This design comes from an exercise in tuning for small area, a short achievable clock period and few clock cycles per item on the open sky130 flow, not from production work.
Function was checked by simulation only, so behaviour that the tests miss may differ from the original.

[flow/config.mk]
export PLATFORM = sky130hd
export DESIGN_NAME = sw_top
export DESIGN_NICKNAME = sw_top
export VERILOG_FILES = /design/flow/design.v
export SDC_FILE = /design/flow/constraint.sdc
export NUM_CORES = 4
export LEC_CHECK = 0
export ABC_AREA = 1
export CAP_MARGIN = 20
export CORE_MARGIN = 2
export CORE_UTILIZATION = 40
export CTS_CLUSTER_DIAMETER = 80
export CTS_CLUSTER_SIZE = 60
export SETUP_SLACK_MARGIN = 4.85
export SLEW_MARGIN = 20
export TNS_END_PERCENT = 100
[flow/constraint.sdc]
create_clock -name core_clock -period 7.5 [get_ports {clk}]
set_input_delay 1.5000 -clock core_clock [delete_from_list [all_inputs] [get_ports {clk}]]
set_output_delay 1.5000 -clock core_clock [all_outputs]
set_load 0.01 [all_outputs]
[flow/design.v]
package sw_pkg;
    typedef logic [1:0] base_t;
    localparam int RIDX_W = $clog2(16);
    localparam int QIDX_W = $clog2(24);
    localparam int HW = $clog2(2 * 16 + 1);
endpackage
`timescale 1ns/1ps
module sw_sequencer (
    input  logic       clk,
    input  logic       reset,
    input  logic       i_valid,
    output logic       o_start,    
    output logic       o_load,     
    output logic [5:0] o_cnt,      
    output logic       o_busy,     
    output logic       o_last,     
    output logic       o_finish
);
    localparam int LAST = 24 + 16 - 3;
    logic       busy;
    logic [5:0] cnt;
    logic       fin;
    assign o_start = i_valid && !busy;
    assign o_load  = o_start || (busy && cnt < 6'(24 - 1));
    assign o_cnt   = cnt;
    assign o_last  = (cnt == 6'(LAST));
    assign o_busy  = busy;
    assign o_finish = fin;
    always_ff @(posedge clk or posedge reset) begin
        if (reset) begin
            busy <= 1'b0;
            cnt  <= '0;
            fin  <= 1'b0;
        end else begin
            fin <= busy && (cnt == 6'(LAST));
            if (o_start) begin
                busy <= 1'b1;
                cnt  <= '0;
            end else if (busy) begin
                cnt <= cnt + 1'b1;
                if (cnt == 6'(LAST)) begin
                    busy <= 1'b0;
                end
            end
        end
    end
endmodule
`timescale 1ns/1ps
module sw_pe #(
    parameter int J = 1
) (
    input  logic       clk,
    input  logic       i_diag,      
    input  logic       i_first,     
    input  logic       i_cell,      
    input  logic [1:0] i_query,     
    input  logic [1:0] i_ref_pin,   
    input  logic [5:0] i_h_left,    
    input  logic       i_eq_left,   
    input  logic [5:0] i_best,      
    input  logic [5:0] i_best_m2,   
    input  logic [3:0] i_best_oh,   
    output logic [1:0] o_cand,      
    output logic       o_row1,      
    output logic [1:0] o_query,
    output logic [5:0] o_h,
    output logic       o_eq
);
    localparam int WH = $clog2(2 * J + 1);       
    localparam int WS = WH + 1;                  
    function automatic logic [1:0] cmp(input logic [WS-1:0] a, input logic [WS-1:0] b);
        logic g;
        logic p;
        g = 1'b0;
        p = 1'b1;
        for (int k = 0; k < WS; k++) begin
            g = (a[k] & ~b[k]) | ((a[k] | ~b[k]) & g);
            p = p & (a[k] | ~b[k]);
        end
        cmp = {g, g | p};
    endfunction
    function automatic logic [WS-1:0] gapv(input logic [WS-1:0] h, input logic e);
        logic c;
        gapv[0] = h[0] ^ e;
        c = h[0] & e;
        for (int k = 1; k < WS; k++) begin
            gapv[k] = ~(h[k] ^ c);
            c = h[k] | c;
        end
    endfunction
    logic [1:0]    ref_q;
    logic [1:0]    query_q;
    logic [WH-1:0] dg_q;
    logic [WH-1:0] h_q;
    logic          eq_i_q;
    logic          eq_d_q;
    logic [1:0]    cand_q;
    logic [1:0]    ref_b;
    logic [WH-1:0] hd;
    logic [WH-1:0] dg_nxt;
    logic [WH-1:0] dg_p2;
    logic [WH-1:0] dg_m1;
    logic [WS-1:0] ival;
    logic [WS-1:0] dval;
    logic [WS-1:0] ival_b;
    logic [WS-1:0] dval_b;
    logic [WS-1:0] dg_b;
    logic [1:0]    c_ig;
    logic [1:0]    c_dg;
    logic [1:0]    c_id;
    logic          eq_i;
    logic          eq_d;
    logic [WS-1:0] h_nxt;
    assign ref_b  = i_first ? i_ref_pin : ref_q;
    assign hd     = (J == 1) ? '0 : WH'(i_h_left);
    assign dg_p2  = hd + 2'd2;
    assign dg_m1  = (hd == '0) ? '0 : hd - 1'b1;
    assign dg_nxt = match ? dg_p2 : dg_m1;
    function automatic logic ge6(input logic [5:0] a, input logic [5:0] b);
        logic r;
        r = 1'b1;
        for (int k = 0; k < 6; k++) begin
            r = (a[k] & ~b[k]) | ((a[k] | ~b[k]) & r);
        end
        ge6 = r;
    endfunction
    logic       match;
    logic       match_q;        
    logic       cand_ok;
    logic       row1_q;
    logic       hd_ge;
    logic [3:0] d_oh;
    logic [3:0] g_oh;
    logic [1:0] cand;
    assign match   = (i_query == ref_b);
    assign match_q = (i_query == ref_q);
    assign cand_ok = (J == 16) ? (!i_first && match_q) : match;
    assign hd_ge = ge6(6'(hd), i_best_m2);           
    assign d_oh  = 4'b0001 << hd[1:0];
    assign g_oh  = i_best_oh;
    always_comb begin
        cand = 2'd0;
        if (J == 1 && i_first) begin
            cand = match ? 2'd3 : 2'd0;
        end else if (i_diag && cand_ok && hd_ge) begin
            if (|(d_oh & g_oh))                          cand = 2'd1;
            else if (|(d_oh & {g_oh[2:0], g_oh[3]}))     cand = 2'd2;
            else                                         cand = 2'd3;
        end
    end
    always_ff @(posedge clk) begin
        if (i_first) begin
            ref_q <= i_ref_pin;
        end
        query_q <= i_query;
        dg_q    <= dg_nxt;
        cand_q  <= cand;
        row1_q  <= i_diag && i_first && match;
    end
    assign ival   = gapv((J == 1) ? '0 : WS'(i_h_left), (J == 1) ? 1'b0 : i_eq_left);
    assign dval   = gapv(WS'(h_q), eq_d_q);
    assign ival_b = {~ival[WS-1], ival[WS-2:0]};
    assign dval_b = {~dval[WS-1], dval[WS-2:0]};
    assign dg_b   = {1'b1, dg_q};
    assign c_ig   = cmp(ival_b, dg_b);
    assign c_dg   = cmp(dval_b, dg_b);
    assign c_id   = cmp(ival_b, dval_b);
    assign eq_i   = c_ig[0] && c_id[0];
    assign eq_d   = c_dg[0] && !c_id[1];
    assign h_nxt  = (!c_ig[0] && !c_dg[0]) ? WS'(dg_q) : (eq_i ? ival : dval);
    always_ff @(posedge clk) begin
        h_q    <= i_cell ? WH'(h_nxt) : '0;
        eq_i_q <= eq_i;
        eq_d_q <= eq_d;
    end
    assign o_query = query_q;
    assign o_h     = 6'(h_q);
    assign o_eq    = eq_i_q;
    assign o_cand  = (J == 16) ? cand : cand_q;
    assign o_row1  = row1_q;
endmodule
`timescale 1ns/1ps
module sw_pe_array (
    input  logic                              clk,
    input  logic                              reset,
    input  logic                              i_start,
    input  logic                              i_load,
    input  logic [1:0]                        i_query_base,
    input  logic [1:0]                        i_ref_base,
    input  logic [5:0]                        i_best,
    input  logic [5:0]                        i_best_m2,
    input  logic [3:0]                        i_best_oh,
    output logic [16-1:0][1:0]       o_cand,
    output logic                              o_row1      
);
    logic [16-1:0]      row1_c;
    assign o_row1 = row1_c[16-1];
    logic [16-1:0]      cell_q;    
    logic [16-1:0][1:0] query_c;
    logic [16-1:0][5:0] h_c;
    logic [16-1:0]      eq_c;
    for (genvar j = 0; j < 16; j++) begin : g_cell
        logic       diag_act;
        logic       first;
        logic [1:0] query;
        logic [5:0] h_left;
        logic       eq_left;
        if (j == 0) begin : g_head
            assign diag_act = i_load;
            assign first    = i_start;
            assign query    = i_query_base;
            assign h_left   = '0;
            assign eq_left  = 1'b0;
        end else begin : g_body
            assign diag_act = cell_q[j-1];
            assign first    = cell_q[j-1] && !cell_q[j];
            assign query    = query_c[j-1];
            assign h_left   = h_c[j-1];
            assign eq_left  = eq_c[j-1];
        end
        always_ff @(posedge clk or posedge reset) begin
            if (reset) begin
                cell_q[j]  <= 1'b0;
            end else begin
                cell_q[j]  <= diag_act;
            end
        end
        sw_pe #(.J(j + 1)) u_pe (
            .clk        (clk),
            .i_diag     (diag_act),
            .i_first    (first),
            .i_cell     (cell_q[j]),
            .i_query    (query),
            .i_ref_pin  (i_ref_base),
            .i_h_left   (h_left),
            .i_eq_left  (eq_left),
            .i_best     (i_best),
            .i_best_m2  (i_best_m2),
            .i_best_oh  (i_best_oh),
            .o_cand     (o_cand[j]),
            .o_row1     (row1_c[j]),
            .o_query    (query_c[j]),
            .o_h        (h_c[j]),
            .o_eq       (eq_c[j])
        );
    end
endmodule
`timescale 1ns/1ps
module sw_max_tracker (
    input  logic                          clk,
    input  logic                          i_clear,   
    input  logic [5:0]                    i_cnt,
    input  logic                          i_last,    
    input  logic [16-1:0][1:0]   i_cand,
    input  logic                          i_row1,    
    output logic [5:0]                    o_best,    
    output logic [5:0]                    o_best_m2,
    output logic [3:0]                    o_best_oh,  
    output logic [5:0]                    o_max,
    output logic [4:0]                    o_pos_ref,
    output logic [4:0]                    o_pos_query
);
    localparam int N = 16;
    logic [5:0]   g_q;        
    logic [5:0]   gm2_q;      
    logic [5:0]   g_m1;
    logic [5:0]   g_m2;
    logic [5:0]   gm2_nxt;
    logic [3:0]   goh_q;      
    logic         w16;        
    logic [2:0]   step_q;     
    logic [4:0]   col_q;      
    logic [5:0]   diag_q;     
    logic [4:0]   row_q;      
    logic [N-1:0] c2;
    logic [N-1:0] c1;
    logic [N-1:0] c0;
    logic [N-1:0] below;      
    logic [N-1:0] c0b;
    logic         any2;
    logic         any1;
    logic         any0;
    logic [4:0]   enc2;
    logic [4:0]   enc1;
    logic [4:0]   enc0;
    logic [5:0]   cnt2;
    logic [5:0]   cnt3;
    logic [5:0]   g_p1;
    logic [5:0]   g_p2;
    logic         take;
    logic [5:0]   g_nxt;
    logic [4:0]   col_nxt;
    function automatic logic [4:0] lowest(input logic [N-1:0] v);
        lowest = '0;
        for (int k = N - 1; k >= 0; k--) begin
            if (v[k]) begin
                lowest = 5'(k + 1);
            end
        end
    endfunction
    for (genvar k = 0; k < N - 1; k++) begin : g_cls
        logic p2;
        logic p1;
        logic p0;
        assign p2 = i_cand[k] == 2'd3;
        assign p1 = i_cand[k] == 2'd2;
        assign p0 = i_cand[k] == 2'd1;
        assign c2[k] = p2 & step_q[0];
        assign c1[k] = (p2 & step_q[1]) | (p1 & step_q[0]);
        assign c0[k] = (p2 & step_q[2]) | (p1 & step_q[1]) | (p0 & step_q[0]);
        assign below[k] = (5'(k + 1) < col_q);
    end
    logic x2;
    logic x1;
    assign x2         = i_row1 && (g_q == 6'd0);
    assign x1         = i_row1 && (g_q == 6'd1);
    assign c2[N-1]    = (i_cand[N-1] == 2'd3) || x2;
    assign c1[N-1]    = (i_cand[N-1] == 2'd2) || x1;
    assign c0[N-1]    = 1'b0;
    assign below[N-1] = 1'b0;
    assign c0b     = c0 & below;
    assign any2    = |c2;
    assign any1    = |c1;
    assign any0    = |c0b;
    assign enc2    = lowest(c2);
    assign enc1    = lowest(c1);
    assign enc0    = lowest(c0b);
    assign cnt2    = i_cnt + 6'd2;
    assign cnt3    = i_cnt + 6'd3;
    assign g_p1    = g_q + 6'd1;
    assign g_p2    = g_q + 6'd2;
    assign take    = any2 || any1 || any0;
    assign g_nxt   = any2 ? g_p2 : (any1 ? g_p1 : g_q);
    assign g_m1    = (g_q > 6'd1) ? g_q - 6'd1 : 6'd0;
    assign g_m2    = (g_q > 6'd2) ? g_q - 6'd2 : 6'd0;
    assign gm2_nxt = any2 ? g_q : (any1 ? g_m1 : g_m2);
    assign w16     = any2 ? !(|c2[N-2:0]) : (any1 && !(|c1[N-2:0]));
    assign col_nxt = any2 ? enc2 : (any1 ? enc1 : enc0);
    always_ff @(posedge clk) begin
        if (i_clear) begin
            g_q    <= '0;
            gm2_q  <= '0;
            goh_q  <= 4'b0100;
            step_q <= 3'b001;
            col_q  <= 5'd1;
            diag_q <= 6'd2;
        end else begin
            step_q <= any2 ? 3'b100 : (any1 ? 3'b010 : 3'b001);
            if (take) begin
                g_q    <= g_nxt;
                gm2_q  <= gm2_nxt;
                goh_q  <= any2 ? {goh_q[1:0], goh_q[3:2]} : (any1 ? {goh_q[2:0], goh_q[3]} : goh_q);
                col_q  <= col_nxt;
                if (w16) begin
                    diag_q <= (any2 ? x2 : x1) ? 6'(N + 1) : cnt3;
                end else begin
                    diag_q <= cnt2;
                end
            end
        end
        if (i_last && take) begin
            row_q <= 5'(24);
        end else begin
            row_q <= diag_q[4:0] - col_q;
        end
    end
    assign o_best      = g_q;
    assign o_best_m2   = gm2_q;
    assign o_best_oh   = goh_q;
    assign o_max       = g_q;
    assign o_pos_ref   = col_q;
    assign o_pos_query = row_q;
endmodule
`timescale 1ns/1ps
module sw_top (
    input  logic                                clk,
    input  logic                                reset,
    input  logic                                i_valid,
    input  sw_pkg::base_t                       i_ref_base,
    input  sw_pkg::base_t                       i_query_base,
    output logic                                o_finish,
    output logic [8-1:0]              o_max,
    output logic [sw_pkg::RIDX_W:0]             o_pos_ref,
    output logic [sw_pkg::QIDX_W:0]             o_pos_query
);
    logic                        start;
    logic                        load;
    logic [5:0]                  cnt;
    logic                        last;
    logic                        busy;
    logic [5:0]                  best_m2;
    logic [3:0]                  best_oh;
    logic [16-1:0][1:0] cand;
    logic                        row1;
    logic [5:0]                  best_s;
    logic [5:0]                  best_g;
    logic [4:0]                  best_j;
    logic [4:0]                  best_i;
    sw_sequencer u_sequencer (
        .clk      (clk),
        .reset    (reset),
        .i_valid  (i_valid),
        .o_start  (start),
        .o_load   (load),
        .o_cnt    (cnt),
        .o_busy   (busy),
        .o_last   (last),
        .o_finish (o_finish)
    );
    sw_pe_array u_pe_array (
        .clk          (clk),
        .reset        (reset),
        .i_start      (start),
        .i_load       (load),
        .i_query_base (i_query_base),
        .i_ref_base   (i_ref_base),
        .i_best       (best_g),
        .i_best_m2    (best_m2),
        .i_best_oh    (best_oh),
        .o_cand       (cand),
        .o_row1       (row1)
    );
    sw_max_tracker u_max_tracker (
        .clk         (clk),
        .i_clear     (start),
        .i_cnt       (cnt),
        .i_last      (last),
        .i_cand      (cand),
        .i_row1      (row1),
        .o_best      (best_g),
        .o_best_m2   (best_m2),
        .o_best_oh   (best_oh),
        .o_max       (best_s),
        .o_pos_ref   (best_j),
        .o_pos_query (best_i)
    );
    assign o_max       = 8'(best_s);
    assign o_pos_ref   = best_j;
    assign o_pos_query = {1'b0, best_i};
endmodule
[flow/run.sh]
#!/bin/bash
# synth_recipe.tcl (not shown) runs the flow's synth.tcl, then flattens the netlist and writes it again
# the make line also repeats each setting of config.mk as NAME=value (left out here)
make -C /OpenROAD-flow-scripts/flow DESIGN_CONFIG=/design/flow/config.mk WORK_HOME=/design/flow/orfs CLKGATE_MAP_FILE= SYNTH_SCRIPT=/design/flow/synth_recipe.tcl finish
==> results.txt, run 1 <==
* Die Span X at 229 um
* CTS root buf: sky130_fd_sc_hd__clkbuf_16
* Fin nets at 3,164
* Endpoint arrival time on the critical path at 1.10 ns
* Crit path buffers/inverters at 1
* Number of I/O pins at 27
* Levels on crit path at 1
* Proportion of synthesized chip area in sequential cells at between 30% and 40%
* Site row count at 82
* Violation count after the first detailed-routing iteration at 1,636
* Pin count of the biggest net entering global routing at 36
* RSZ-0062 raised after global routing: yes
* Detail Placement HPWL at 39,600 um
* Post-Synthesis Cell Area at 20,300 um2
* Worst-skew pair later-pin latency at 0.57 ns
* Relative area change from synthesis to final layout at 16.4%
* List of cells traversed by the critical path: clkdlybuf4s15_2
* CTS tree: built
* Hold path startpoint: u_pe_array.g_cell[9].u_pe.query_q[0]
* Worst Setup Path Type: reg2out
* Synth area leaders: sky130_fd_sc_hd__dfxtp_1 28%, sky130_fd_sc_hd__ha_1 13%, sky130_fd_sc_hd__nand2_1 11%
* Max_slew headroom at 54.3%
* Synth warn at 19
* Global-route wire length before repair at 92,000 um
* Area share of the largest cell type after synthesis at between 20% and 30%
* Worst-case clock buffer depth at 3
* Hold Path Stages at 0
* Avg Synthesized Cell Area at 7.11 um2
* Final hold violations at 0
* Fin Clk Skew at around 0.026 ns
* Vias after detailed routing at 19,500
* Area of the multi-input gates at 12,700 um2
* Detail Route Antenna Nets at 0
* Final clock period utilization by the worst path at between 30% and 40%
* Maximum frequency from static timing analysis at approximately 380 MHz
* Ys async rst share at 7.84%
* Routed length per instance at 15.7 um
* Die ar. at 52,600 um2
* Instance count of the mapped netlist at between 2,000 and 3,000
* CP Data Required Time at 6.00 ns
* TritonCTS Buffers at 21
* CTS Hold Buffers Added at 0
* Number of inserted diodes at 0
* FILL cells at 4,920
* Count of flip-flops with a built-in enable after synthesis at 0
* Number of global-route vias before repair at 18,200
* Final setup vio count at 0
* Nature of the critical path startpoint: register
* Effective utilization at floorplan at 40.5%
* Proportion of layout cells with a drive suffix above 1 at between 10% and 20%
* Launch point of the worst path: u_max_tracker.g_q[3]
* Global-route usage over all layers at 20.9%
* Depth of the most critical reg-to-reg path at 15
* Final RePlAce weighted congestion at 0.931
* Max-slew violation count at 0
* Reg clk slew, reported paths at roughly 0.10 ns
* Sequential cell area at 6400 um2
* Core region area at about 50,000 um2
* Kind of cell adding the most delay to the critical path: flip-flops
* Total of max-cap violations at 0
* Primary FF master, synth: sky130_fd_sc_hd__dfxtp_1
* R2r setup slk at 4.95 ns
* Register bit count reported by yosys at 306
* Transition time of the tightest slew-check pin at 0.685 ns
* Worst reg2reg startpoint: u_pe_array.g_cell[8].u_pe.h_q[1]
* DIE HEIGHT at 229 um
* # port buffers at 23
* Crit path max-delay cell type: sky130_fd_sc_hd__dfxtp_4
* Status: complete, no violations
* Number of antenna violations at the first check in global routing at 0
* Sort of element at the end of the critical path: output port
* Drc violations at 0
* Final critical-path required period at 2.60 ns
* Overflow left after global routing at 0
* Count of placed standard cells in the final layout, fillers left out at 3,632
* Number of distinct library cells after synthesis at between 60 and 70
* Worst Path Max Fanout at 2
* Min-delay worst type: reg2reg
* Count of placed standard cells including taps at between 3,000 and 4,000
* Deepest level of the CTS H-tree at 1
* Most frequent cells after synthesis: 601 x sky130_fd_sc_hd__nand2_1, 468 x sky130_fd_sc_hd__inv_1, 282 x sky130_fd_sc_hd__dfxtp_1
* Maximum cell stage delay along the critical path at 0.34 ns
* Most frequent cell after synthesis: sky130_fd_sc_hd__nand2_1
* Total wire length at approximately 57,000 um
* Pre-Repair DR Iteration Count at 6
* Aggregate negative setup slack at 0 ns
* Vias per std cell at approximately 5.4
* Cell taking the most area after synthesis: sky130_fd_sc_hd__dfxtp_1
* Clock tree sinks at 306
## worst paths after layout
path                                                         endpoint
max in group asynchronous                       u_pe_array.cell_q[14]
worst max-delay path                                         o_max[3]
min in group asynchronous                        u_pe_array.cell_q[4]
worst min register to register  u_pe_array.g_cell[10].u_pe.query_q[0]
worst max register to register       u_pe_array.g_cell[8].u_pe.h_q[4]
worst min-delay path            u_pe_array.g_cell[10].u_pe.query_q[0]
## cell usage in the layout, fill, tap and decap left out, types with 9 or more instances in the layout
master and count:
sky130_fd_sc_hd__dfrtp_1 23, sky130_fd_sc_hd__or2_2 16, sky130_fd_sc_hd__o221ai_1 27, sky130_fd_sc_hd__xor2_1 32, sky130_fd_sc_hd__ha_4 29, sky130_fd_sc_hd__inv_2 25
sky130_fd_sc_hd__o211ai_1 92, sky130_fd_sc_hd__nor4_1 10, sky130_fd_sc_hd__dfxtp_1 236, sky130_fd_sc_hd__nor2_1 173, sky130_fd_sc_hd__xnor2_1 54, sky130_fd_sc_hd__o22ai_1 96
sky130_fd_sc_hd__o21ai_0 199, sky130_fd_sc_hd__o21ai_1 53, sky130_fd_sc_hd__ha_2 13, sky130_fd_sc_hd__nor3_1 24, sky130_fd_sc_hd__nor2_2 9, sky130_fd_sc_hd__a31oi_1 29
sky130_fd_sc_hd__inv_1 429, sky130_fd_sc_hd__nand2_1 570, sky130_fd_sc_hd__clkinvlp_4 20, sky130_fd_sc_hd__dfxtp_4 37, sky130_fd_sc_hd__o2111ai_1 12, sky130_fd_sc_hd__buf_4 96
sky130_fd_sc_hd__nand4_1 23, sky130_fd_sc_hd__dfxtp_2 9, sky130_fd_sc_hd__a22oi_1 9, sky130_fd_sc_hd__ha_1 169, sky130_fd_sc_hd__o21bai_1 18, sky130_fd_sc_hd__a21oi_1 100
sky130_fd_sc_hd__nand3_1 118, sky130_fd_sc_hd__clkbuf_16 21, sky130_fd_sc_hd__o21ai_2 14, sky130_fd_sc_hd__nand2_2 30
## stage by stage
step / hold WS (ns) / instance area (um2) / setup WS [ns] / utilization, %
floorplan: 0.349 / 20300 / 4.85 / -
global placement: 0.356 / 21200 / 3.62 / 42.2
detailed placement: 0.358 / 21200 / 3.48 / 42.2
CTS: 0.360 / 22500 / 4.79 / 44.9
global route: 0.361 / 23600 / 4.81 / 47.1
finish: 0.366 / 23600 / 4.90 / 47.1
## timing repair
item | CTS | global route
buffers inserted | 38 | 51
resized for setup | 206 | 184
gates cloned | 4 | 4
pin swaps | 11 | 48
endpoints found under the setup margin | 208 | 117
## area by class of cell
| type | instances | area share [%] |
|---|---|---|
| Timing Repair Buffer | 124 | 4.02 |
| Inverter | 480 | 8.02 |
| Clock buffer | 21 | 2.22 |
| Tap cell | 672 | 3.56 |
| Sequential cell | 306 | 27.1 |
| Multi-Input combinational cell | 2009 | 53.8 |
| Timing Repair inverter | 3 | 0.0953 |
| Clock inverter | 17 | 1.20 |
## cells by family (layout without fill, tap and decap cells)
kind of cell	after synthesis	in the layout	synth area share (%)
fa+ha+maj	216	216	13.3
flops	306	306	30.8
simple gates	994	999	20.5
other cells	1	3	0.0185
compound gates	705	705	21.2
buf+inv	548	645	10.5
xor+xnor	86	86	3.71
## state kept, by name, indices dropped and copies added (netlist names), 13 cells and up
register,cells
u_pe_array.g_cell.u_pe.query_q,30
u_pe_array.g_cell.u_pe.h_q,64
u_pe_array.g_cell.u_pe.ref_q,32
u_pe_array.g_cell.u_pe.dg_q,63
u_pe_array.g_cell.u_pe.eq_i_q,13
u_pe_array.cell_q,16
u_pe_array.g_cell.u_pe.cand_q,30
u_pe_array.g_cell.u_pe.eq_d_q,15
## metal layers
layer / GRT usage, % / up-vias / wire length [um]
met3: 1.74 / 87 / 2810
met2: 34.6 / 525 / 26200
li1: - / 9743 / -
met4: 5.52 / 0 / 1310
met5: 0 / - / 0
met1: 29.0 / 9118 / 26700
Testbench counts, summed over its fixed seeds: cycles 12,480, runs 320.
==> run 2, diff against run 1 <==
--- a/flow/config.mk
+++ b/flow/config.mk
@@ -13,3 +13,3 @@
 export CTS_CLUSTER_SIZE = 60
-export SETUP_SLACK_MARGIN = 4.85
+export SETUP_SLACK_MARGIN = 4.95
 export SLEW_MARGIN = 20
==> run 2 against run 1 <==
  * Critical path type is now reg2reg
  * Sequential share of layout area is 0.95 points lower
  * Routed wire length increased by 2.2%
  * Worst hold slack better by 0.0010 ns
  * Still clean on timing, DRC and antenna
  * Critical endpoint is now u_pe_array.g_cell[9].u_pe.h_q[4]
  * Non-clock buffer count is 38 higher
  * Count of clock-buffer cells in the layout increased by 1
  * Critical path depth is 15 higher
==> results.txt, run 2 <==
* Number of inserted diodes at 0 (unchanged)
* Ys async rst share at 7.84% (unchanged)
* Instance count of the mapped netlist at 2,856 (unchanged)
* Worst Setup Path Type: reg2reg (was reg2out)
* Nature of the critical path startpoint: register (unchanged)
* Avg Synthesized Cell Area at 7.11 um2 (unchanged)
* Transition time of the tightest slew-check pin at 0.691 ns (was 0.685 ns)
* Total wire length at 58,200 um (was 57,000 um)
* Pre-Repair DR Iteration Count at 5 (was 6)
* Proportion of layout cells with a drive suffix above 1 at 17.1% (was 14.1%)
* Violation count after the first detailed-routing iteration at 1,533 (was 1,636)
* CTS tree: built (unchanged)
* Count of placed standard cells in the final layout, fillers left out at 3,671 (was 3,632)
* Final setup vio count at 0 (unchanged)
* Worst-skew pair later-pin latency at 0.56 ns (was 0.57 ns)
* Reg clk slew, reported paths at 0.10 ns (about the same)
* Relative area change from synthesis to final layout at 20.8% (was 16.4%)
* Total of max-cap violations at 0 (unchanged)
* Synth area leaders: sky130_fd_sc_hd__dfxtp_1 28%, sky130_fd_sc_hd__ha_1 13%, sky130_fd_sc_hd__nand2_1 11% (unchanged)
* Final critical-path required period at 2.57 ns (was 2.60 ns)
* Most common library cell in the layout ignoring fill and taps: sky130_fd_sc_hd__nand2_1 (unchanged)
* Register bit count reported by yosys at 306 (unchanged)
* TritonCTS Buffers at 20 (was 21)
* Sort of element at the end of the critical path: register (was output port)
* Hold path startpoint: u_pe_array.g_cell[9].u_pe.query_q[0] (unchanged)
* Drc violations at 0 (unchanged)
* CP Data Required Time at 8.00 ns (was 6.00 ns)
* Flip-flop count of the largest register, all copies and words added at 64 (unchanged)
* Area share of the largest cell type after synthesis at 27.8% (unchanged)
* CTS root buf: sky130_fd_sc_hd__clkbuf_16 (unchanged)
* Global-route wire length before repair at 91,900 um (was 92,000 um)
* # port buffers at 23 (unchanged)
* Fin nets at 3,204 (was 3,164)
* Aggregate negative setup slack at 0 ns (unchanged)
* Most frequent cells after synthesis: 601 x sky130_fd_sc_hd__nand2_1, 468 x sky130_fd_sc_hd__inv_1, 282 x sky130_fd_sc_hd__dfxtp_1 (unchanged)
* Detail Placement HPWL at 39,300 um (was 39,600 um)
* Core region area at 50,200 um2 (unchanged)
* Primary FF master, synth: sky130_fd_sc_hd__dfxtp_1 (unchanged)
* Launch point of the worst path: u_pe_array.g_cell[8].u_pe.h_q[0] (was u_max_tracker.g_q[3])
* Die ar. at 52,600 um2 (unchanged)
* Detail Route Antenna Nets at 0 (unchanged)
* Overflow left after global routing at 0 (unchanged)
* Clock tree sinks at 306 (unchanged)
* Count of flip-flops with a built-in enable after synthesis at 0 (unchanged)
* Max_slew headroom at 53.8% (was 54.3%)
* Pin count of the biggest net entering global routing at 31 (was 36)
* Most frequent cell after synthesis: sky130_fd_sc_hd__nand2_1 (unchanged)
* R2r setup slk at 4.93 ns (was 4.95 ns)
* Final clock period utilization by the worst path at 34.3% (was 34.7%)
* Terminus of the critical flop-to-flop path: u_pe_array.g_cell[9].u_pe.h_q[4] (was u_pe_array.g_cell[8].u_pe.h_q[4])
* Worst-case clock buffer depth at 3 (unchanged)
* Vias per std cell at 5.35 (was 5.36)
* Die Span X at 229 um (unchanged)
* Count of placed standard cells including taps at 3,496 (was 3,497)
* Final hold violations at 0 (unchanged)
* Worst reg2reg startpoint: u_pe_array.g_cell[8].u_pe.h_q[0] (was u_pe_array.g_cell[8].u_pe.h_q[1])
* Routed length per instance at 15.9 um (was 15.7 um)
* Site row count at 82 (unchanged)
* Deepest level of the CTS H-tree at 1 (unchanged)
* Proportion of synthesized chip area in sequential cells at 30.8% (unchanged)
* Post-Synthesis Cell Area at 20,300 um2 (unchanged)
* Fin Clk Skew at 0.0293 ns (was 0.0260 ns)
* RSZ-0062 raised after global routing: yes (unchanged)
* Number of I/O pins at 27 (unchanged)
* Worst Path Max Fanout at 5 (was 2)
* Maximum frequency from static timing analysis at 389 MHz (was 384 MHz)
* Number of antenna violations at the first check in global routing at 0 (unchanged)
* Number of distinct library cells after synthesis at 64 (unchanged)
* Max-slew violation count at 0 (unchanged)
* DIE HEIGHT at 229 um (unchanged)
* Effective utilization at floorplan at 40.5% (unchanged)
* Largest registers in the final layout: u_pe_array.g_cell.u_pe.h_q: 64 flops, u_pe_array.g_cell.u_pe.dg_q: 63 flops, u_pe_array.g_cell.u_pe.ref_q: 32 flops (unchanged)
* Synth warn at 19 (unchanged)
* Leading cell types in the layout, fill and taps excluded: 567 x sky130_fd_sc_hd__nand2_1, 422 x sky130_fd_sc_hd__inv_1, 230 x sky130_fd_sc_hd__dfxtp_1 (was 570 x sky130_fd_sc_hd__nand2_1, 429 x sky130_fd_sc_hd__inv_1, 236 x sky130_fd_sc_hd__dfxtp_1)
* Status: complete, no violations (unchanged)
* Depth of the most critical reg-to-reg path at 16 (was 15)
* Global-route usage over all layers at 20.9% (about the same)
* Endpoint arrival time on the critical path at 3.07 ns (was 1.10 ns)
* CTS Hold Buffers Added at 0 (unchanged)
* Cell taking the most area after synthesis: sky130_fd_sc_hd__dfxtp_1 (unchanged)
* Hold Path Stages at 0 (unchanged)
* Vias after detailed routing at 19,600 (was 19,500)
* Min-delay worst type: reg2reg (unchanged)
* Final RePlAce weighted congestion at 0.901 (was 0.931)
* Number of global-route vias before repair at 18,200 (about the same)
* Reg with most FFs: u_pe_array.g_cell.u_pe.h_q (unchanged)
* Worst setup endpoint: u_pe_array.g_cell[9].u_pe.h_q[4] (was o_max[3])
run 2: cell counts after synthesis:
Identical to the previous run, type by type.
run 2: logic make-up after synthesis:
kind of cell | Yosys count | share of synthesized area [%]
fa+ha+maj | 216 | 13.3
simple gates | 994 | 20.5
buf+inv | 548 | 10.5
flops | 306 | 30.8
compound gates | 705 | 21.2
xor+xnor | 86 | 3.71
other cells | 1 | 0.0185
run 2: worst min-delay path by stage:
stage | end | slack [ns]
final | u_pe_array.g_cell[10].u_pe.query_q[0] | 0.37
after global routing | u_pe_array.g_cell[2].u_pe.query_q[0] | 0.37
after detailed placement | u_pe_array.g_cell[3].u_pe.query_q[0] | 0.36
after global placement | u_pe_array.g_cell[4].u_pe.query_q[1] | 0.36
after CTS | u_pe_array.g_cell[10].u_pe.query_q[0] | 0.37
after floorplan | u_pe_array.cell_q[14] | 0.35
run 2: repair_timing:
action	4_1_cts	5_1_grt
gates resized for setup	265	247
endpoints found under the setup margin	217	153
cloned	7	4
pin swaps	23	80
buffers inserted	78	50
hold endpoints to repair	0	0
run 2: layout make-up:
class / count / area [um2]
sequential: 306 / 6400
clock inverter: 14 / 249
multi-input combinational: 2011 / 13200
tap: 672 / 841
fill: 4782 / 25600
timing repair buffer: 162 / 1350
clock buffer: 22 / 529
inverter: 480 / 1930
timing repair inverter: 4 / 31.3
run 2: worst max-delay path: stages, from the launching register on:
cell and delay, ns:
sky130_fd_sc_hd__dfxtp_4 0.39, sky130_fd_sc_hd__ha_4 0.13, sky130_fd_sc_hd__inv_2 0.04, sky130_fd_sc_hd__ha_4 0.15
sky130_fd_sc_hd__ha_4 0.16, sky130_fd_sc_hd__ha_4 0.16, sky130_fd_sc_hd__ha_4 0.27, sky130_fd_sc_hd__inv_4 0.04
sky130_fd_sc_hd__o22ai_4 0.18, sky130_fd_sc_hd__o211ai_1 0.12, sky130_fd_sc_hd__nand2_1 0.09, sky130_fd_sc_hd__nand2_1 0.06
sky130_fd_sc_hd__nand2_2 0.11, sky130_fd_sc_hd__clkinvlp_4 0.15, sky130_fd_sc_hd__o211ai_1 0.23, sky130_fd_sc_hd__o211ai_1 0.15
sky130_fd_sc_hd__inv_1 0.09
run 2: routing by layer:
layer  vias to the layer above  part of all wire [%]  track usage (%)
met5                         -                     0                0
met2                       511                    46             34.9
met4                         0                   2.0             5.54
met1                      9210                    46             29.0
li1                       9826                     -                -
met3                        84                   5.6             1.94
run 2: metrics by stage:
step	utilization [%]	setup WS [ns]	hold slack, ns	area, um2
6_report	48.9	4.93	0.367	24500
5_1_grt	48.9	4.76	0.375	24500
4_1_cts	46.0	4.90	0.373	23100
3_5_place_dp	42.1	3.52	0.360	21100
3_3_place_gp	42.1	3.59	0.361	21100
2_1_floorplan	-	4.91	0.349	20300
==> run 3, diff against run 2 <==
--- a/flow/config.mk
+++ b/flow/config.mk
@@ -11,5 +11,5 @@
 export CORE_UTILIZATION = 40
-export CTS_CLUSTER_DIAMETER = 80
+export CTS_CLUSTER_DIAMETER = 70
 export CTS_CLUSTER_SIZE = 60
-export SETUP_SLACK_MARGIN = 4.95
+export SETUP_SLACK_MARGIN = 4.85
 export SLEW_MARGIN = 20
==> run 3 against run 2 <==
  * Worst hold slack worse by 0.017 ns
  * Synthesized area unchanged
  * Worst setup slack worse by 0.054 ns
  * Global-route usage down 0.16 points
  * Fmax decreased by 2.0%
  * Sequential share of layout area grew 1.0 points
  * Final area shrank 4.0%
==> results.txt, run 3 <==
* Instance count of the mapped netlist at 2,856 (unchanged)
* Maximum cell stage delay along the critical path at 0.36 ns (was 0.39 ns)
* CTS Hold Buffers Added at 0 (unchanged)
* Fin Clk Skew at 0.0318 ns (was 0.0293 ns)
* Most common library cell in the layout ignoring fill and taps: sky130_fd_sc_hd__nand2_1 (unchanged)
* Worst reg2reg startpoint: u_pe_array.g_cell[10].u_pe.h_q[1] (was u_pe_array.g_cell[8].u_pe.h_q[0])
* Die Span X at 229 um (unchanged)
* Crit path max-delay cell type: sky130_fd_sc_hd__dfxtp_4 (unchanged)
* Detail Route Antenna Nets at 0 (unchanged)
* Final clock period utilization by the worst path at 35.0% (was 34.3%)
* Worst Path Max Fanout at 2 (was 5)
* Max_slew headroom at 52.9% (was 53.8%)
* Vias per std cell at 5.36 (was 5.35)
* R2r setup slk at 4.92 ns (was 4.93 ns)
* Status: complete, no violations (unchanged)
* Pre-Repair DR Iteration Count at 8 (was 5)
* Routed length per instance at 15.7 um (was 15.9 um)
* Violation count after the first detailed-routing iteration at 1,665 (was 1,533)
* Worst setup endpoint: o_max[1] (was u_pe_array.g_cell[9].u_pe.h_q[4])
* Relative area change from synthesis to final layout at 16.0% (was 20.8%)
* DIE HEIGHT at 229 um (unchanged)
* List of cells traversed by the critical path: clkdlybuf4s15_2 (was ha_4, inv_2, ha_4, ha_4, ha_4, ha_4, inv_4, o22ai_4, o211ai_1, nand2_1, nand2_1, nand2_2, clkinvlp_4, o211ai_1, o211ai_1, inv_1)
* FILL cells at 4,938 (was 4,782)
* Number of distinct library cells after synthesis at 64 (unchanged)
* Site row count at 82 (unchanged)
* Pin count of the biggest net entering global routing at 29 (was 31)
* Terminus of the critical flop-to-flop path: u_pe_array.g_cell[11].u_pe.h_q[4] (was u_pe_array.g_cell[9].u_pe.h_q[4])
* Primary FF master, synth: sky130_fd_sc_hd__dfxtp_1 (unchanged)
* Final hold violations at 0 (unchanged)
* Register bit count reported by yosys at 306 (unchanged)
* Transition time of the tightest slew-check pin at 0.706 ns (was 0.691 ns)
* Number of I/O pins at 27 (unchanged)
* Effective utilization at floorplan at 40.5% (unchanged)
* Most frequent cells after synthesis: 601 x sky130_fd_sc_hd__nand2_1, 468 x sky130_fd_sc_hd__inv_1, 282 x sky130_fd_sc_hd__dfxtp_1 (unchanged)
* Number of global-route vias before repair at 18,300 (was 18,200)
* Ys async rst share at 7.84% (unchanged)
* Kind of cell adding the most delay to the critical path: flip-flops (was adder cells)
* Clock tree sinks at 306 (unchanged)
* Overflow left after global routing at 0 (unchanged)
* # port buffers at 23 (unchanged)
* Aggregate negative setup slack at 0 ns (unchanged)
* Endpoint arrival time on the critical path at 1.12 ns (was 3.07 ns)
* Crit path buffers/inverters at 1 (was 4)
* Fin nets at 3,160 (was 3,204)
* Post-Synthesis Cell Area at 20,300 um2 (unchanged)
* Launch point of the worst path: u_max_tracker.g_q[1] (was u_pe_array.g_cell[8].u_pe.h_q[0])
* TritonCTS Buffers at 23 (was 20)
* Synth area leaders: sky130_fd_sc_hd__dfxtp_1 28%, sky130_fd_sc_hd__ha_1 13%, sky130_fd_sc_hd__nand2_1 11% (unchanged)
* Total wire length at 57,100 um (was 58,200 um)
* Reg clk slew, reported paths at 0.09 ns (was 0.10 ns)
* Core region area at 50,200 um2 (unchanged)
* Proportion of synthesized chip area in sequential cells at 30.8% (unchanged)
* Avg Synthesized Cell Area at 7.11 um2 (unchanged)
* Most frequent cell after synthesis: sky130_fd_sc_hd__nand2_1 (unchanged)
* Synth warn at 19 (unchanged)
* RSZ-0062 raised after global routing: yes (unchanged)
* Levels on crit path at 1 (was 16)
* Count of flip-flops with a built-in enable after synthesis at 0 (unchanged)
* Worst-skew pair later-pin latency at 0.55 ns (was 0.56 ns)
* Cell taking the most area after synthesis: sky130_fd_sc_hd__dfxtp_1 (unchanged)
* Final setup vio count at 0 (unchanged)
* Drc violations at 0 (unchanged)
* Flip-flop count of the largest register, all copies and words added at 64 (unchanged)
* Max-slew violation count at 0 (unchanged)
* Depth of the most critical reg-to-reg path at 15 (was 16)
* CP Data Required Time at 6.00 ns (was 8.00 ns)
* Leading cell types in the layout, fill and taps excluded: 565 x sky130_fd_sc_hd__nand2_1, 432 x sky130_fd_sc_hd__inv_1, 237 x sky130_fd_sc_hd__dfxtp_1 (was 567 x sky130_fd_sc_hd__nand2_1, 422 x sky130_fd_sc_hd__inv_1, 230 x sky130_fd_sc_hd__dfxtp_1)
* Global-route wire length before repair at 91,700 um (was 91,900 um)
* Detail Placement HPWL at 39,600 um (was 39,300 um)
* Proportion of layout cells with a drive suffix above 1 at 13.6% (was 17.1%)
* CTS root buf: sky130_fd_sc_hd__clkbuf_16 (unchanged)
* Final RePlAce weighted congestion at 0.931 (was 0.901)
* Nature of the critical path startpoint: register (unchanged)
* Number of inserted diodes at 0 (unchanged)
* Reg with most FFs: u_pe_array.g_cell.u_pe.h_q (unchanged)
* Number of antenna violations at the first check in global routing at 0 (unchanged)
* Global-route usage over all layers at 20.8% (was 20.9%)
* Total of max-cap violations at 0 (unchanged)
* Vias after detailed routing at 19,500 (was 19,600)
* Die ar. at 52,600 um2 (unchanged)
* Largest registers in the final layout: u_pe_array.g_cell.u_pe.h_q: 64 flops, u_pe_array.g_cell.u_pe.dg_q: 63 flops, u_pe_array.g_cell.u_pe.ref_q: 32 flops (unchanged)
* Min-delay worst type: reg2reg (unchanged)
* CTS tree: built (unchanged)
* Worst-case clock buffer depth at 3 (unchanged)
* Area share of the largest cell type after synthesis at 27.8% (unchanged)
* Core Util, Final at 46.9% (was 48.9%)
* Worst Setup Path Type: reg2out (was reg2reg)
* Maximum frequency from static timing analysis at 381 MHz (was 389 MHz)
* Deepest level of the CTS H-tree at 1 (unchanged)
* Final critical-path required period at 2.62 ns (was 2.57 ns)
* Sort of element at the end of the critical path: output port (was register)
run 3: final cells by class:
type	count	area, um2	share of cell area [%]
Multi-Input combinational cell	2009	12700	53.8
Sequential cell	306	6390	27.2
Inverter	480	1880	8.00
Timing Repair Buffer	118	927	3.94
Tap cell	672	841	3.57
Clock buffer	27	601	2.55
Clock inverter	13	198	0.840
Timing Repair inverter	3	22.5	0.0957
run 3: metal layers:
layer | vias to the layer above | routed length, um | GRT usage, %
li1 | 9749 | - | -
met5 | - | 0 | 0
met3 | 78 | 2920 | 1.71
met4 | 0 | 1240 | 5.46
met1 | 9087 | 26800 | 28.9
met2 | 547 | 26100 | 34.7
run 3: stage by stage:
step / hold slack [ns] / std cells / setup WS (ns) / instance area, um2
2_1_floorplan: 0.349 / 2858 / 4.85 / 20300
3_3_place_gp: 0.356 / 3497 / 3.62 / 21200
3_5_place_dp: 0.358 / 3497 / 3.48 / 21200
4_1_cts: 0.349 / 3576 / 4.77 / 22500
5_1_grt: 0.359 / 3628 / 4.78 / 23500
6_report: 0.350 / 3628 / 4.88 / 23500
run 3: timing repair:
item / 4_1_cts / 5_1_grt
gates cloned: 4 / 4
endpoints found under the setup margin: 209 / 166
pin swaps: 10 / 47
resized for setup: 173 / 198
setup buffers: 35 / 48
run 3: worst min path at each step:
stage	startpoint	to	slack [ns]	cells after the start
finish	u_pe_array.g_cell[7].u_pe.query_q[1]	u_pe_array.g_cell[8].u_pe.query_q[1]	0.35	0
CTS	u_pe_array.g_cell[7].u_pe.query_q[1]	u_pe_array.g_cell[8].u_pe.query_q[1]	0.35	0
detailed placement	u_pe_array.g_cell[12].u_pe.query_q[0]	u_pe_array.g_cell[13].u_pe.query_q[0]	0.36	0
floorplan	u_pe_array.cell_q[13]	u_pe_array.cell_q[14]	0.35	0
global placement	u_pe_array.g_cell[3].u_pe.query_q[1]	u_pe_array.g_cell[4].u_pe.query_q[1]	0.36	0
global route	u_pe_array.g_cell[7].u_pe.query_q[1]	u_pe_array.g_cell[8].u_pe.query_q[1]	0.36	0
run 3: logic make-up (layout without fill, tap and decap cells):
| kind of cell | count (synthesis) | after routing | synth area share, % |
|---|---|---|---|
| buffers and inverters | 548 | 641 | 10.5 |
| and+or+nand+nor | 994 | 999 | 20.5 |
| adders and majority gates | 216 | 216 | 13.3 |
| DFF | 306 | 306 | 30.8 |
| AOI/OAI and AO/OA | 705 | 705 | 21.2 |
| other | 1 | 3 | 0.0185 |
| xor gates and xnor gates | 86 | 86 | 3.71 |
==> run 4, diff against run 3 <==
--- a/flow/config.mk
+++ b/flow/config.mk
@@ -11,3 +11,3 @@
 export CORE_UTILIZATION = 40
-export CTS_CLUSTER_DIAMETER = 70
+export CTS_CLUSTER_DIAMETER = 60
 export CTS_CLUSTER_SIZE = 60
==> run 4 against run 3 <==
  * First-iteration DRC count fell by 7.0%
  * Global-route usage is essentially flat
  * Largest cell class unchanged
  * Clock skew down 0.017 ns
  * Sequential share of layout area decreased by 0.17 points
  * Final cell count did not move
  * Still clean
  * Critical path type unchanged
==> results.txt, run 4 <==
* Sort of element at the end of the critical path: output port (unchanged)
* Pre-Repair DR Iteration Count at 5 (was 8)
* Post-Synthesis Cell Area at 20,300 um2 (unchanged)
* Placed cell areas at 21,200 um2 (unchanged)
* Fin Clk Skew at 0.0148 ns (was 0.0318 ns)
* Synth warn at 19 (unchanged)
* Maximum cell stage delay along the critical path at 0.32 ns (was 0.36 ns)
* Min-delay worst type: reg2reg (unchanged)
* Final setup vio count at 0 (unchanged)
* DIE HEIGHT at 229 um (unchanged)
* # port buffers at 23 (unchanged)
* Overflow left after global routing at 0 (unchanged)
* Number of inserted diodes at 0 (unchanged)
* Proportion of synthesized chip area in sequential cells at 30.8% (unchanged)
* Relative area change from synthesis to final layout at 16.7% (was 16.0%)
* List of cells traversed by the critical path: clkdlybuf4s15_2 (unchanged)
* Number of I/O pins at 27 (unchanged)
* RSZ-0062 raised after global routing: yes (unchanged)
* Worst reg2reg startpoint: u_pe_array.g_cell[8].u_pe.h_q[1] (was u_pe_array.g_cell[10].u_pe.h_q[1])
* Total of max-cap violations at 0 (unchanged)
* Routed length per instance at 15.7 um (about the same)
* Global-route wire length before repair at 91,800 um (was 91,700 um)
* Aggregate negative setup slack at 0 ns (unchanged)
* Most common library cell in the layout ignoring fill and taps: sky130_fd_sc_hd__nand2_1 (unchanged)
* Detail Route Antenna Nets at 0 (unchanged)
* Fin nets at 3,153 (was 3,160)
* Launch point of the worst path: u_max_tracker.row_q[2] (was u_max_tracker.g_q[1])
* Number of global-route vias before repair at 18,300 (about the same)
* Reg clk slew, reported paths at 0.09 ns (about the same)
* Proportion of layout cells with a drive suffix above 1 at 13.7% (was 13.6%)
* Violation count after the first detailed-routing iteration at 1,548 (was 1,665)
* CTS tree: built (unchanged)
* FILL cells at 4,914 (was 4,938)
* Avg Synthesized Cell Area at 7.11 um2 (unchanged)
* Deepest level of the CTS H-tree at 1 (unchanged)
* Max_slew headroom at 54.8% (was 52.9%)
* Instance count of the mapped netlist at 2,856 (unchanged)
* Final critical-path required period at 2.61 ns (was 2.62 ns)
* Vias per std cell at 5.38 (was 5.36)
* Drc violations at 0 (unchanged)
* Primary FF master, synth: sky130_fd_sc_hd__dfxtp_1 (unchanged)
* Pin count of the biggest net entering global routing at 29 (unchanged)
* Total wire length at 56,900 um (was 57,100 um)
* Hold path startpoint: u_pe_array.g_cell[0].u_pe.query_q[0] (was u_pe_array.g_cell[7].u_pe.query_q[1])
* Nature of the critical path startpoint: register (unchanged)
* Crit path max-delay cell type: sky130_fd_sc_hd__dfxtp_1 (was sky130_fd_sc_hd__dfxtp_4)
* Reg with most FFs: u_pe_array.g_cell.u_pe.h_q (unchanged)
* Most frequent cells after synthesis: 601 x sky130_fd_sc_hd__nand2_1, 468 x sky130_fd_sc_hd__inv_1, 282 x sky130_fd_sc_hd__dfxtp_1 (unchanged)
* Final hold violations at 0 (unchanged)
* Register bit count reported by yosys at 306 (unchanged)
* Worst-case clock buffer depth at 3 (unchanged)
* Number of distinct library cells after synthesis at 64 (unchanged)
* Flip-flop count of the largest register, all copies and words added at 64 (unchanged)
* Crit path buffers/inverters at 1 (unchanged)
* Worst Setup Path Type: reg2out (unchanged)
* Maximum frequency from static timing analysis at 384 MHz (was 381 MHz)
* Leading cell types in the layout, fill and taps excluded: 568 x sky130_fd_sc_hd__nand2_1, 431 x sky130_fd_sc_hd__inv_1, 234 x sky130_fd_sc_hd__dfxtp_1 (was 565 x sky130_fd_sc_hd__nand2_1, 432 x sky130_fd_sc_hd__inv_1, 237 x sky130_fd_sc_hd__dfxtp_1)
* Worst-skew pair later-pin latency at 0.57 ns (was 0.55 ns)
* Die ar. at 52,600 um2 (unchanged)
* Detail Placement HPWL at 39,600 um (unchanged)
* Vias after detailed routing at 19,500 (about the same)
* Cell taking the most area after synthesis: sky130_fd_sc_hd__dfxtp_1 (unchanged)
* Number of antenna violations at the first check in global routing at 0 (unchanged)
* Status: complete, no violations (unchanged)
* Max-slew violation count at 0 (unchanged)
* Kind of cell adding the most delay to the critical path: flip-flops (unchanged)
* Site row count at 82 (unchanged)
* Synth area leaders: sky130_fd_sc_hd__dfxtp_1 28%, sky130_fd_sc_hd__ha_1 13%, sky130_fd_sc_hd__nand2_1 11% (unchanged)
* Most frequent cell after synthesis: sky130_fd_sc_hd__nand2_1 (unchanged)
* Final RePlAce weighted congestion at 0.931 (unchanged)
* Clock tree sinks at 306 (unchanged)
* Worst Path Max Fanout at 1 (was 2)
* Global-route usage over all layers at 20.8% (about the same)
* Die Span X at 229 um (unchanged)
* Endpoint arrival time on the critical path at 1.11 ns (was 1.12 ns)
* CTS root buf: sky130_fd_sc_hd__clkbuf_16 (unchanged)
* Count of placed standard cells including taps at 3,497 (unchanged)
* Count of placed standard cells in the final layout, fillers left out at 3,628 (unchanged)
* Ys async rst share at 7.84% (unchanged)
* Transition time of the tightest slew-check pin at 0.677 ns (was 0.706 ns)
* TritonCTS Buffers at 29 (was 23)
* Count of flip-flops with a built-in enable after synthesis at 0 (unchanged)
* Final clock period utilization by the worst path at 34.7% (was 35.0%)
* Core region area at 50,200 um2 (unchanged)
* Largest registers in the final layout: u_pe_array.g_cell.u_pe.h_q: 64 flops, u_pe_array.g_cell.u_pe.dg_q: 63 flops, u_pe_array.g_cell.u_pe.ref_q: 32 flops (unchanged)
* CP Data Required Time at 6.00 ns (about the same)
* Layout Cell Area excl Fill at 23,700 um2 (was 23,500 um2)
* R2r setup slk at 4.94 ns (was 4.92 ns)
* Effective utilization at floorplan at 40.5% (unchanged)
* Area share of the largest cell type after synthesis at 27.8% (unchanged)
-- run 4: cells by family after synthesis --
| logic type | after synthesis | synth area share, % |
|---|---|---|
| AO/OA/AOI/OAI | 705 | 21.2 |
| XOR/XNOR | 86 | 3.71 |
| adder cells (fa/ha/maj) | 216 | 13.3 |
| buffers and inverters | 548 | 10.5 |
| flip-flops | 306 | 30.8 |
| other | 1 | 0.0185 |
| AND/OR/NAND/NOR | 994 | 20.5 |
-- run 4: repair_timing --
item                                   CTS  global route
gates cloned                             4             3
pin swaps                               10            45
endpoints found under the hold margin    0             0
setup endpoints to repair              208           108
hold buffers                             0             0
setup buffers                           32            39
gates resized for setup                220           163
-- run 4: cell type report --
| class | instances | area (um2) | area share [%] |
|---|---|---|---|
| Multi-Input combinational cell | 2008 | 12700 | 53.4 |
| Timing Repair inverter | 3 | 22.5 | 0.0951 |
| Sequential cell | 306 | 6390 | 27.0 |
| Timing Repair Buffer | 106 | 822 | 3.47 |
| Inverter | 480 | 1870 | 7.88 |
| Clock inverter | 19 | 293 | 1.24 |
| Tap cell | 672 | 841 | 3.55 |
| Clock buffer | 34 | 796 | 3.36 |
-- run 4: metrics by stage --
step           util [%]  hold slack [ns]  setup slack (ns)
6_report           47.2            0.364              4.89
5_1_grt            47.2            0.366              4.80
4_1_cts            45.3            0.365              4.79
3_5_place_dp       42.2            0.358              3.48
3_3_place_gp       42.2            0.356              3.62
2_1_floorplan         -            0.349              4.85
-- run 4: path summary, 6_finish.rpt --
| check | end | depth (start not counted) |
|---|---|---|
| setup / recovery | o_pos_query[2] | 1 |
| hold / removal | u_pe_array.g_cell[1].u_pe.query_q[0] | 0 |
| setup reg to reg | u_pe_array.g_cell[8].u_pe.h_q[4] | 16 |
| hold reg to reg | u_pe_array.g_cell[1].u_pe.query_q[0] | 0 |
| max in group asynchronous | u_sequencer.cnt[4] | 3 |
| min in group asynchronous | u_pe_array.cell_q[7] | 3 |
-- run 4: worst reg2reg max path, delay by kind of cell (launching register included) --
| family | cells | cell delay (ns) |
|---|---|---|
| adders and majority gates | 3 | 0.74 |
| AOI/OAI and AO/OA | 6 | 0.68 |
| DFF | 1 | 0.40 |
| buffers and inverters | 4 | 0.36 |
| and+or+nand+nor | 3 | 0.33 |
-- run 4: per-layer routing --
| metal | track usage, % | part of all wire, % | wire length, um | up-vias |
|---|---|---|---|---|
| li1 | - | - | - | 9753 |
| met1 | 28.9 | 47 | 26500 | 9112 |
| met2 | 34.3 | 46 | 26000 | 538 |
| met3 | 1.93 | 5.3 | 3000 | 99 |
| met4 | 5.82 | 2.5 | 1390 | 0 |
| met5 | 0 | 0 | 0 | - |
==> run 5, diff against run 4 <==
--- a/flow/config.mk
+++ b/flow/config.mk
@@ -11,5 +11,5 @@
 export CORE_UTILIZATION = 40
-export CTS_CLUSTER_DIAMETER = 60
+export CTS_CLUSTER_DIAMETER = 70
 export CTS_CLUSTER_SIZE = 60
-export SETUP_SLACK_MARGIN = 4.85
+export SETUP_SLACK_MARGIN = 4.92
 export SLEW_MARGIN = 20
==> run 5 against run 4 <==
  * Still clean on timing, DRC and antenna
  * Via count increased by 0.41%
  * Critical path depth increased by 15
  * Worst hold slack lost 0.011 ns
  * Die area unchanged
  * Final cell count increased by 0.80%
  * Largest cell class unchanged
  * Highest routed layer unchanged
==> results.txt, run 5 <==
* Status: complete, no violations (unchanged)
* Hold Path Stages at 0 (unchanged)
* Worst hold path endpoint: u_pe_array.g_cell[7].u_pe.query_q[1] (was u_pe_array.g_cell[1].u_pe.query_q[0])
* Register bit count reported by yosys at 306 (unchanged)
* Proportion of synthesized chip area in sequential cells at 30.8% (unchanged)
* CP Data Required Time at 8.03 ns (was 6.00 ns)
* Reg clk slew, reported paths at 0.09 ns (about the same)
* Worst Setup Path Type: reg2reg (was reg2out)
* Area share of the largest cell type after synthesis at 27.8% (unchanged)
* DIE HEIGHT at 229 um (unchanged)
* Critical Path Most Common Cell: sky130_fd_sc_hd__ha_4
* Most common library cell in the layout ignoring fill and taps: sky130_fd_sc_hd__nand2_1 (unchanged)
* # port buffers at 23 (unchanged)
* Drc violations at 0 (unchanged)
* Site row count at 82 (unchanged)
* Transition time of the tightest slew-check pin at 0.601 ns (was 0.677 ns)
* Pin count of the biggest net entering global routing at 29 (unchanged)
* Worst hold slack across all endpoints at 0.353 ns (was 0.364 ns)
* Number of antenna violations at the first check in global routing at 0 (unchanged)
* Relative area change from synthesis to final layout at 20.2% (was 16.7%)
* Effective utilization at floorplan at 40.5% (unchanged)
* Terminus of the critical flop-to-flop path: u_pe_array.g_cell[8].u_pe.h_q[3] (was u_pe_array.g_cell[8].u_pe.h_q[4])
* Vias per std cell at 5.35 (was 5.38)
* Ys async rst share at 7.84% (unchanged)
* Number of distinct library cells after synthesis at 64 (unchanged)
* Kind of cell adding the most delay to the critical path: adder cells (was flip-flops)
* Synth area leaders: sky130_fd_sc_hd__dfxtp_1 28%, sky130_fd_sc_hd__ha_1 13%, sky130_fd_sc_hd__nand2_1 11% (unchanged)
* Number of inserted diodes at 0 (unchanged)
* Leading cell types in the layout, fill and taps excluded: 557 x sky130_fd_sc_hd__nand2_1, 418 x sky130_fd_sc_hd__inv_1, 229 x sky130_fd_sc_hd__dfxtp_1 (was 568 x sky130_fd_sc_hd__nand2_1, 431 x sky130_fd_sc_hd__inv_1, 234 x sky130_fd_sc_hd__dfxtp_1)
* Post-Synthesis Cell Area at 20,300 um2 (unchanged)
* Global-route wire length before repair at 93,100 um (was 91,800 um)
* Nature of the critical path startpoint: register (unchanged)
* Final setup vio count at 0 (unchanged)
* Share of synthesized cell area in full adder, half adder and majority cells at 13.3% (unchanged)
* Number of global-route vias before repair at 18,600 (was 18,300)
* Avg Synthesized Cell Area at 7.11 um2 (unchanged)
* Worst-case clock buffer depth at 3 (unchanged)
* Global-route usage over all layers at 21.0% (was 20.8%)
* Total of max-cap violations at 0 (unchanged)
* Reg with most FFs: u_pe_array.g_cell.u_pe.h_q (unchanged)
* Levels on crit path at 16 (was 1)
* Sort of element at the end of the critical path: register (was output port)
* Primary FF master, synth: sky130_fd_sc_hd__dfxtp_1 (unchanged)
* Worst-skew pair later-pin latency at 0.58 ns (was 0.57 ns)
* Cell taking the most area after synthesis: sky130_fd_sc_hd__dfxtp_1 (unchanged)
* Detail Route Antenna Nets at 0 (unchanged)
* Worst Path Max Fanout at 7 (was 1)
* List of cells traversed by the critical path: buf_6, ha_4, inv_2, ha_4, ha_4, ha_4, ha_4, o21ai_4, o211ai_1, nand2_1, o31ai_2, nand2_2, buf_12, o211ai_1, o211ai_1, inv_1 (was clkdlybuf4s15_2)
* Min-delay worst type: reg2reg (unchanged)
* Max_slew headroom at 59.8% (was 54.8%)
* Crit path max-delay cell type: sky130_fd_sc_hd__dfxtp_4 (was sky130_fd_sc_hd__dfxtp_1)
* Worst reg2reg startpoint: u_pe_array.g_cell[8].u_pe.h_q[0] (was u_pe_array.g_cell[8].u_pe.h_q[1])
* Final critical-path required period at 2.61 ns (about the same)
* Most frequent cells after synthesis: 601 x sky130_fd_sc_hd__nand2_1, 468 x sky130_fd_sc_hd__inv_1, 282 x sky130_fd_sc_hd__dfxtp_1 (unchanged)
* Synthesized-area fraction occupied by xor and xnor cells at 3.71% (unchanged)
* Routed length per instance at 15.9 um (was 15.7 um)
* RSZ-0062 raised after global routing: yes (unchanged)
* CTS root buf: sky130_fd_sc_hd__clkbuf_16 (unchanged)
* Count of flip-flops with a built-in enable after synthesis at 0 (unchanged)
* Die Span X at 229 um (unchanged)
* Final hold violations at 0 (unchanged)
* Synth warn at 19 (unchanged)
* Die ar. at 52,600 um2 (unchanged)
* TritonCTS Buffers at 25 (was 29)
* Deepest level of the CTS H-tree at 1 (unchanged)
* Flip-flop count of the largest register, all copies and words added at 64 (unchanged)
* Instance count of the mapped netlist at 2,856 (unchanged)
* Fin nets at 3,185 (was 3,153)
* Overflow left after global routing at 0 (unchanged)
* Endpoint arrival time on the critical path at 3.14 ns (was 1.11 ns)
* Largest family of logic cells by synthesized area: compound AO/OA/AOI/OAI gates (unchanged)
* Fin Clk Skew at 0.0399 ns (was 0.0148 ns)
* FILL cells at 4,789 (was 4,914)
* Total wire length at 58,000 um (was 56,900 um)
* CTS tree: built (unchanged)
* Crit path buffers/inverters at 4 (was 1)
* Vias after detailed routing at 19,600 (was 19,500)
* Most frequent cell after synthesis: sky130_fd_sc_hd__nand2_1 (unchanged)
* R2r setup slk at 4.89 ns (was 4.94 ns)
* Pre-Repair DR Iteration Count at 6 (was 5)
* Depth of the most critical reg-to-reg path at 16 (unchanged)
* Final RePlAce weighted congestion at 0.933 (was 0.931)
* Basic-gate share of the synthesized area counting and, or, nand and nor cells at 20.5% (unchanged)
* Maximum cell stage delay along the critical path at 0.38 ns (was 0.32 ns)
* Area fraction in compound gates after synthesis at 21.2% (unchanged)
* Maximum frequency from static timing analysis at 383 MHz (was 384 MHz)
* Clock tree sinks at 306 (unchanged)
* Aggregate negative setup slack at 0 ns (unchanged)
* Final clock period utilization by the worst path at 34.8% (was 34.7%)
* Max-slew violation count at 0 (unchanged)
* Mux contribution to synthesized area at 0% (unchanged)
* Number of I/O pins at 27 (unchanged)
* Detail Placement HPWL at 39,600 um (about the same)
* Largest registers in the final layout: u_pe_array.g_cell.u_pe.h_q: 64 flops, u_pe_array.g_cell.u_pe.dg_q: 63 flops, u_pe_array.g_cell.u_pe.ref_q: 32 flops (unchanged)
* Proportion of layout cells with a drive suffix above 1 at 17.4% (was 13.7%)
* Violation count after the first detailed-routing iteration at 1,470 (was 1,548)
* Core region area at 50,200 um2 (unchanged)
* Hold path startpoint: u_pe_array.g_cell[6].u_pe.query_q[1] (was u_pe_array.g_cell[0].u_pe.query_q[0])
## run 5: worst max path at each step
stage | start | to | slack (ns)
final | u_pe_array.g_cell[8].u_pe.h_q[0] | u_pe_array.g_cell[8].u_pe.h_q[3] | 4.89
after global routing | u_pe_array.g_cell[8].u_pe.h_q[0] | u_pe_array.g_cell[9].u_pe.h_q[1] | 4.76
after CTS | u_max_tracker.step_q[0] | u_max_tracker.row_q[3] | 4.88
after detailed placement | i_valid | u_pe_array.g_cell[0].u_pe.cand_q[0] | 3.46
after global placement | i_valid | u_pe_array.g_cell[0].u_pe.cand_q[0] | 3.60
after floorplan | i_valid | u_pe_array.g_cell[0].u_pe.cand_q[0] | 4.91
## run 5: repair_timing
item | in CTS | in global routing
resized for setup | 249 | 270
pin swaps | 15 | 85
endpoints found under the setup margin | 215 | 156
buffers inserted | 45 | 59
hold buffers | 0 | 0
cloned | 5 | 4
## run 5: kinds of logic after synthesis
family          Yosys count
compound gates          705
xor+xnor                 86
fa+ha+maj               216
buf+inv                 548
flops                   306
other cells               1
simple gates            994
## run 5: layout make-up
| type | count | area, um2 | share of cell area (%) |
|---|---|---|---|
| Tap cell | 672 | 841 | 3.45 |
| Inverter | 480 | 1890 | 7.76 |
| Multi-Input combinational cell | 2008 | 13200 | 53.9 |
| Clock buffer | 28 | 647 | 2.65 |
| Sequential cell | 306 | 6410 | 26.3 |
| Clock inverter | 18 | 267 | 1.09 |
| Timing Repair inverter | 3 | 22.5 | 0.0923 |
| Timing Repair Buffer | 142 | 1160 | 4.77 |
## run 5: layer usage
layer | global-route usage (%) | up-vias | routed length, um
li1 | - | 9815 | -
met1 | 28.9 | 9074 | 26800
met2 | 34.7 | 579 | 26600
met3 | 1.87 | 114 | 2990
met4 | 6.68 | 0 | 1660
met5 | 0 | - | 0
## run 5: worst register-to-register path: stages, from the launching register on
cell and delay, ns:
sky130_fd_sc_hd__dfxtp_4 0.38, sky130_fd_sc_hd__buf_6 0.10, sky130_fd_sc_hd__ha_4 0.12, sky130_fd_sc_hd__inv_2 0.04, sky130_fd_sc_hd__ha_4 0.15, sky130_fd_sc_hd__ha_4 0.15, sky130_fd_sc_hd__ha_4 0.16, sky130_fd_sc_hd__ha_4 0.28
sky130_fd_sc_hd__o21ai_4 0.07, sky130_fd_sc_hd__o211ai_1 0.25, sky130_fd_sc_hd__nand2_1 0.11, sky130_fd_sc_hd__o31ai_2 0.08, sky130_fd_sc_hd__nand2_2 0.14, sky130_fd_sc_hd__buf_12 0.16, sky130_fd_sc_hd__o211ai_1 0.18, sky130_fd_sc_hd__o211ai_1 0.11
sky130_fd_sc_hd__inv_1 0.08
## run 5: metrics by stage
stage	std cells	setup slack (ns)	cell area, um2	util [%]
after floorplan	2858	4.91	20300	-
after global placement	3498	3.60	21200	42.2
after detailed placement	3498	3.46	21200	42.2
after CTS	3594	4.88	22800	45.5
after global routing	3657	4.76	24400	48.6
final	3657	4.89	24400	48.6

[what the ideal ports hide]
How much do the figures lean on ideal ports? The routed layouts below were timed once more, with nothing changed but the port constraints.
Step 1: set_driving_cell puts a clkbuf_16 on clk and a buf_2 on each other input, an assumption about the parent block.
Step 2 moves the port delays by t, midway between the first and last clock arrival at a register: inputs arrive t later, outputs are due t later. That takes back most of the time a late clock gives input paths.
Three values: no drivers, after step 1, after step 2; two values: the first two.
run	shift t [ns]	slack for setup (ns)	worst setup path after step 2	clock arrival spread, ns
run 1	0.608	4.895 / 4.836 / 4.328	input to register	0.036 / 0.036
run 2	0.607	4.930 / 4.880 / 4.436	input to register	0.034 / 0.034
run 3	0.599	4.876 / 4.813 / 4.363	input to register	0.037 / 0.037
run 4	0.627	4.894 / 4.836 / 4.352	input to register	0.019 / 0.019
run 5	0.615	4.889 / 4.870 / 4.420	input to register	0.040 / 0.040
After both steps every run listed still meets setup and hold. For run 1, which loses most, drivers alone change the setup slack by -0.059 ns; drivers and shift together by -0.567 ns.
